Source: an optimization exercise on an open RTL-to-GDS flow (aim: small area, a short achievable clock period and few clock cycles). Production flows keep margins and buffers that such runs may drop.
Where RTL was checked, it was by simulation tests only, not by an equivalence proof against the original.

MS:
==> flow/design.v (excerpt) <==
module wn_dot #(
   parameter int unsigned NCH  = 16,
   parameter int unsigned DW   = 8,
   parameter int unsigned AW   = 4,
   parameter int unsigned ACCW = 2*DW+AW,
   parameter int unsigned OW   = DW
) (
   input  logic                     clk,
   input  logic                     xrst,
   input  logic                     start,
   input  logic [AW-1:0]            len,
   input  logic                     relu,
   output logic [AW-1:0]            x_raddr,
   input  logic signed [DW-1:0]     x_rdata,
   output logic [NCH*AW-1:0]        w_raddr,
   input  logic signed [NCH*DW-1:0] w_rdata,
   output logic [NCH*OW-1:0]        y,
   output logic                     busy,
   output logic                     finish
);
For scale: about 6,400 cells after synthesis, roughly 510 flip-flops, about 340 I/O pins.
export LEC_CHECK = 0
export ABC_AREA = 1
export CAP_MARGIN = 20
export CORE_MARGIN = 2
export CORE_UTILIZATION = 55
export PLACE_DENSITY = 0.65
export SETUP_SLACK_MARGIN = 4.0
export SLEW_MARGIN = 20
create_clock -name core_clock -period 8.0 [get_ports {clk}]
standard.sh (not shown) runs the stock make flow with config.mk's settings and CLKGATE_MAP_FILE= SYNTH_SCRIPT=/design/flow/synth_recipe.tcl, a recipe that flattens the netlist after the stock synthesis.
==> flow/flow/run.sh <==
#!/bin/bash
# The standard layout (the standard.sh, synthesis included, unchanged), except that
# the port buffers are plain buffers instead of the default delay cells. Its make output
# goes to standard.log here; ORFS's own per-step logs stay under orfs/logs.
set -euo pipefail
bash standard.sh BUFFER_PORTS_ARGS="-buffer_cell sky130_fd_sc_hd__buf_2" finish > standard.log 2>&1
Testbench counts of MS, summed over its fixed seeds: cycles 17,126.
Edits applied to the flow inputs when going from MS to AL:
# MS
export LEC_CHECK = 0
export ABC_AREA = 1
export CAP_MARGIN = 20
export CORE_MARGIN = 2
export CORE_UTILIZATION = 55
export PLACE_DENSITY = 0.65
export SETUP_SLACK_MARGIN = 4.0
export SLEW_MARGIN = 20
create_clock -name core_clock -period 8.0 [get_ports {clk}]
# AL
export LEC_CHECK = 0
export ABC_AREA = 0
export CAP_MARGIN = 20
export CORE_MARGIN = 2
export CORE_UTILIZATION = 55
export PLACE_DENSITY = 0.65
export SETUP_SLACK_MARGIN = 4.0
export SLEW_MARGIN = 20
create_clock -name core_clock -period 8.0 [get_ports {clk}]
--- outcome ---
- Compared with MS, AL improves via count.
- Compared AL vs MS, and synthesized cell count is down in AL.
- In AL relative to MS, number of gates resized after CTS had gone up by more than half.
- Period utilization (higher): AL

wn_dot, a different RTL version from the one above (not shown whole).
For scale: ~490 flip-flops, roughly 49,000 um^2 of cells after synthesis.
make LEC_CHECK=0 ABC_CLOCK_PERIOD_IN_PS=4000 CAP_MARGIN=20 CORE_MARGIN=2 CORE_UTILIZATION=40 SETUP_SLACK_MARGIN=3.5 SLEW_MARGIN=20 finish   # period 8.0 ns
run.sh (not shown) runs the stock make flow with config.mk's settings and CLKGATE_MAP_FILE= SYNTH_SCRIPT=/design/flow/synth_recipe.tcl, a recipe that flattens the netlist after the stock synthesis.
Stock flow here: none of the scripts above is used.
Edit:
- ABC_CLOCK_PERIOD_IN_PS: 4000 -> unset
- SETUP_SLACK_MARGIN: 3.5 -> unset
The new run completed with no timing, DRC or antenna violations; wire length fell by about 16%; sequential cell count does not change; final area fell by 10%; via count shrinks by about 6%; synthesized area does not change; critical path depth is lower by 3; worst setup slack degrades by 1.2 ns; die area stays the same.
Edit:
- ABC_AREA: unset -> 1
- SETUP_SLACK_MARGIN: unset -> 3.5
Effect: Sequential share of layout area drops by 1.9 points; area after synthesis came out higher by 11%; cell count grows by 33%; synthesized cell count rises by 38%; clock-buffer cell count is lower by 11; wire length grows by 24%; hold slack gains 0.0088 ns; register-to-register slack improves by 1.5 ns; die area goes up by 10%; critical path depth fell by 8.
Edit:
- ABC_AREA: 1 -> unset
- SETUP_SLACK_MARGIN: 3.5 -> 4.5
Non-clock buffer count rises by 613.
Fmax went down by about 4.6%.
Via count shrinks by about 10%.
Routed wire length goes up by about 7%.
Count of clock-buffer cells in the layout went up by 2.
Area after synthesis drops by about 10%.
Utilization increases by 11 points.
Worst setup slack loses 0.21 ns.
Critical path depth went up by 11.
Final cell count went down by about 18%.
No functional check of the RTL was part of any run of this note.

Another version of the RTL of wn_dot (not shown whole).
For scale: about 4900 cells after synthesis, ~340 I/O pins, ~47000 sq um of cells after synthesis.
clock: 8.0 ns
lec_check: 0
abc_area: 0
cap_margin: 20
core_margin: 2
core_utilization: 55
place_density: 0.65
setup_slack_margin: 4.0
slew_margin: 20
standard.sh (not shown) runs the stock make flow with config.mk's settings and CLKGATE_MAP_FILE= SYNTH_SCRIPT=/design/flow/synth_recipe.tcl, a recipe that flattens the netlist after the stock synthesis.
==> flow/flow/run.sh <==
#!/bin/bash
# The standard layout (the standard.sh), with two changes:
#  - after the standard synthesis, flow/fa_polarity.py flips the polarity of full adders
#    (FA(~a,~b,~c) = ~FA(a,b,c)) to drop inverters around them; registers are untouched
#  - the port buffers are plain buffers instead of the default delay cells
# Each tool's output goes to a log here: synth.log, fa_polarity.log, layout.log
# (ORFS's own per-step logs stay under orfs/logs).
set -euo pipefail
ARGS=(BUFFER_PORTS_ARGS="-buffer_cell sky130_fd_sc_hd__buf_2")
RES=$PWD/orfs/results/$FLOW_PLATFORM/wn_dot/base
bash standard.sh "${ARGS[@]}" "$RES/1_2_yosys.v" > synth.log 2>&1
python3 flow/fa_polarity.py "$RES/1_2_yosys.v" "$RES/1_2_yosys.fapol.v" > fa_polarity.log 2>&1
cp "$RES/1_2_yosys.v" "$RES/1_2_yosys.orig.v"
mv "$RES/1_2_yosys.fapol.v" "$RES/1_2_yosys.v"
bash standard.sh "${ARGS[@]}" finish > layout.log 2>&1
Other scripts of this flow, unchanged in this note and not shown: flow/flow/fa_polarity.py
Testbench counts at the start, summed over its fixed seeds: cycles 17,126.
Next try:
Settings changed: ABC_AREA 0 to 1.
=> Worst setup slack improves by 0.029 ns; final area increases by 0.82%; sequential share of layout area is lower by 0.60 points; synthesized cell count climbs by 20%.
Next try:
Settings changed: CORE_UTILIZATION 55 to 65, PLACE_DENSITY 0.65 to 0.75.
Outcome:
- worst hold slack got worse by 0.0060 ns
- final cell count fell by 2.6%
- clock-buffer cell count fell by 17
Next try:
Settings changed: CORE_UTILIZATION 65 to 55, PLACE_DENSITY 0.75 to 0.65, SETUP_SLACK_MARGIN 4.0 to 3.8.
=> The new run went through all stages and came out clean. Wire length fell slightly. Cell area fell slightly. Core utilization fell by 12 points. Hold slack gains 0.0045 ns.

job 101:
Another version of the RTL of wn_dot (not shown whole).
Size: about 500 flip-flops, roughly 340 I/O pins, roughly 0.052 mm^2 of cells after synthesis.
clock: 8.0 ns
lec_check: 0
abc_area: 1
cap_margin: 20
core_margin: 2
core_utilization: 40
setup_slack_margin: 3.5
slew_margin: 20
==> flow/flow/run.sh <==
#!/bin/bash
# The standard layout (the standard.sh, synthesis included, unchanged), except that
# the port buffers are plain buffers instead of the default delay cells. Its make output
# goes to standard.log here; ORFS's own per-step logs stay under orfs/logs.
set -euo pipefail
bash standard.sh BUFFER_PORTS_ARGS="-buffer_cell sky130_fd_sc_hd__buf_2" finish > standard.log 2>&1
Testbench counts of job 101, summed over its fixed seeds: cycles 17,126.
Input-level comparison between job 102 and job 101:
- PLACE_DENSITY now 0.65, previously not set
- CORE_UTILIZATION now 55, was 40
==> notes.md <==
Compared job 101 against job 102; combined flip-flop and latch cell area within noise.
Job 102 ended up with met5 as its highest routed metal layer; job 101 ended up with met4.
Job 102 against job 101: design area went down; pin count of the biggest net entering global routing went down; minimum period implied by the final worst setup slack went up; achievable frequency went down; clock latency of the later-clocked register in the worst-skew pair went down.
Changes observed in job 102 relative to job 101: non-clock buffering overhead in the final layout neither gained nor lost much; worst-case headroom to the max-slew limit increased 5.3 points; synthesized cell count flat.

## separate check: timing with driven ports
No port has a modelled driver above. Below, the same layouts with a new extraction and two added sets of constraints. Step 1, drivers: a clkbuf_16 drives clk and a buf_2 each remaining input, both assumed. Step 2 times the ports against the registers' clock, not the clock port: input delays grow and output delays shrink by t, the midpoint of the rising clock arrivals with the driver on. Three values: ideal, step 1, step 2; two values: the first two.
| run | t, ns | setup slack, ns | latest minus earliest clock arrival (ns) | worst register clock-pin slew, ns |
|---|---|---|---|---|
| MS | 0.702 | 4.011 / 3.935 / 4.116 | 0.033 / 0.033 | 0.06 / 0.06 |
| AL | 0.714 | 3.913 / 3.843 / 4.085 | 0.034 / 0.035 | 0.07 / 0.07 |
| the first run of note 2 | 0.722 | 3.401 / 3.401 / 3.005 | 0.041 / 0.041 | 0.07 / 0.07 |
| the second run of note 2 | 0.704 | 2.189 / 2.154 / 1.930 | 0.031 / 0.031 | 0.06 / 0.06 |
| the third run of note 2 | 0.742 | 3.576 / 3.500 / 3.067 | 0.032 / 0.033 | 0.07 / 0.07 |
| the fourth run of note 2 | 0.720 | 3.364 / 3.364 / 3.364 | 0.035 / 0.035 | 0.07 / 0.07 |
| the first run of note 3 | 0.702 | 4.005 / 3.934 / 4.094 | 0.027 / 0.028 | 0.07 / 0.07 |
| the second run of note 3 | 0.696 | 4.034 / 3.968 / 4.162 | 0.027 / 0.027 | 0.07 / 0.07 |
| the third run of note 3 | 0.716 | 4.034 / 3.963 / 4.120 | 0.022 / 0.022 | 0.07 / 0.07 |
| the fourth run of note 3 | 0.693 | 3.802 / 3.736 / 3.964 | 0.028 / 0.029 | 0.07 / 0.07 |
| job 101 | 0.742 | 3.610 / 3.534 / 3.646 | 0.031 / 0.031 | 0.07 / 0.07 |
| job 102 | 0.698 | 3.576 / 3.510 / 3.642 | 0.031 / 0.031 | 0.07 / 0.07 |
After both steps every run listed still meets setup and hold. For the third run of note 2, which loses most, drivers alone change the setup slack by -0.076 ns; drivers and shift together by -0.509 ns.
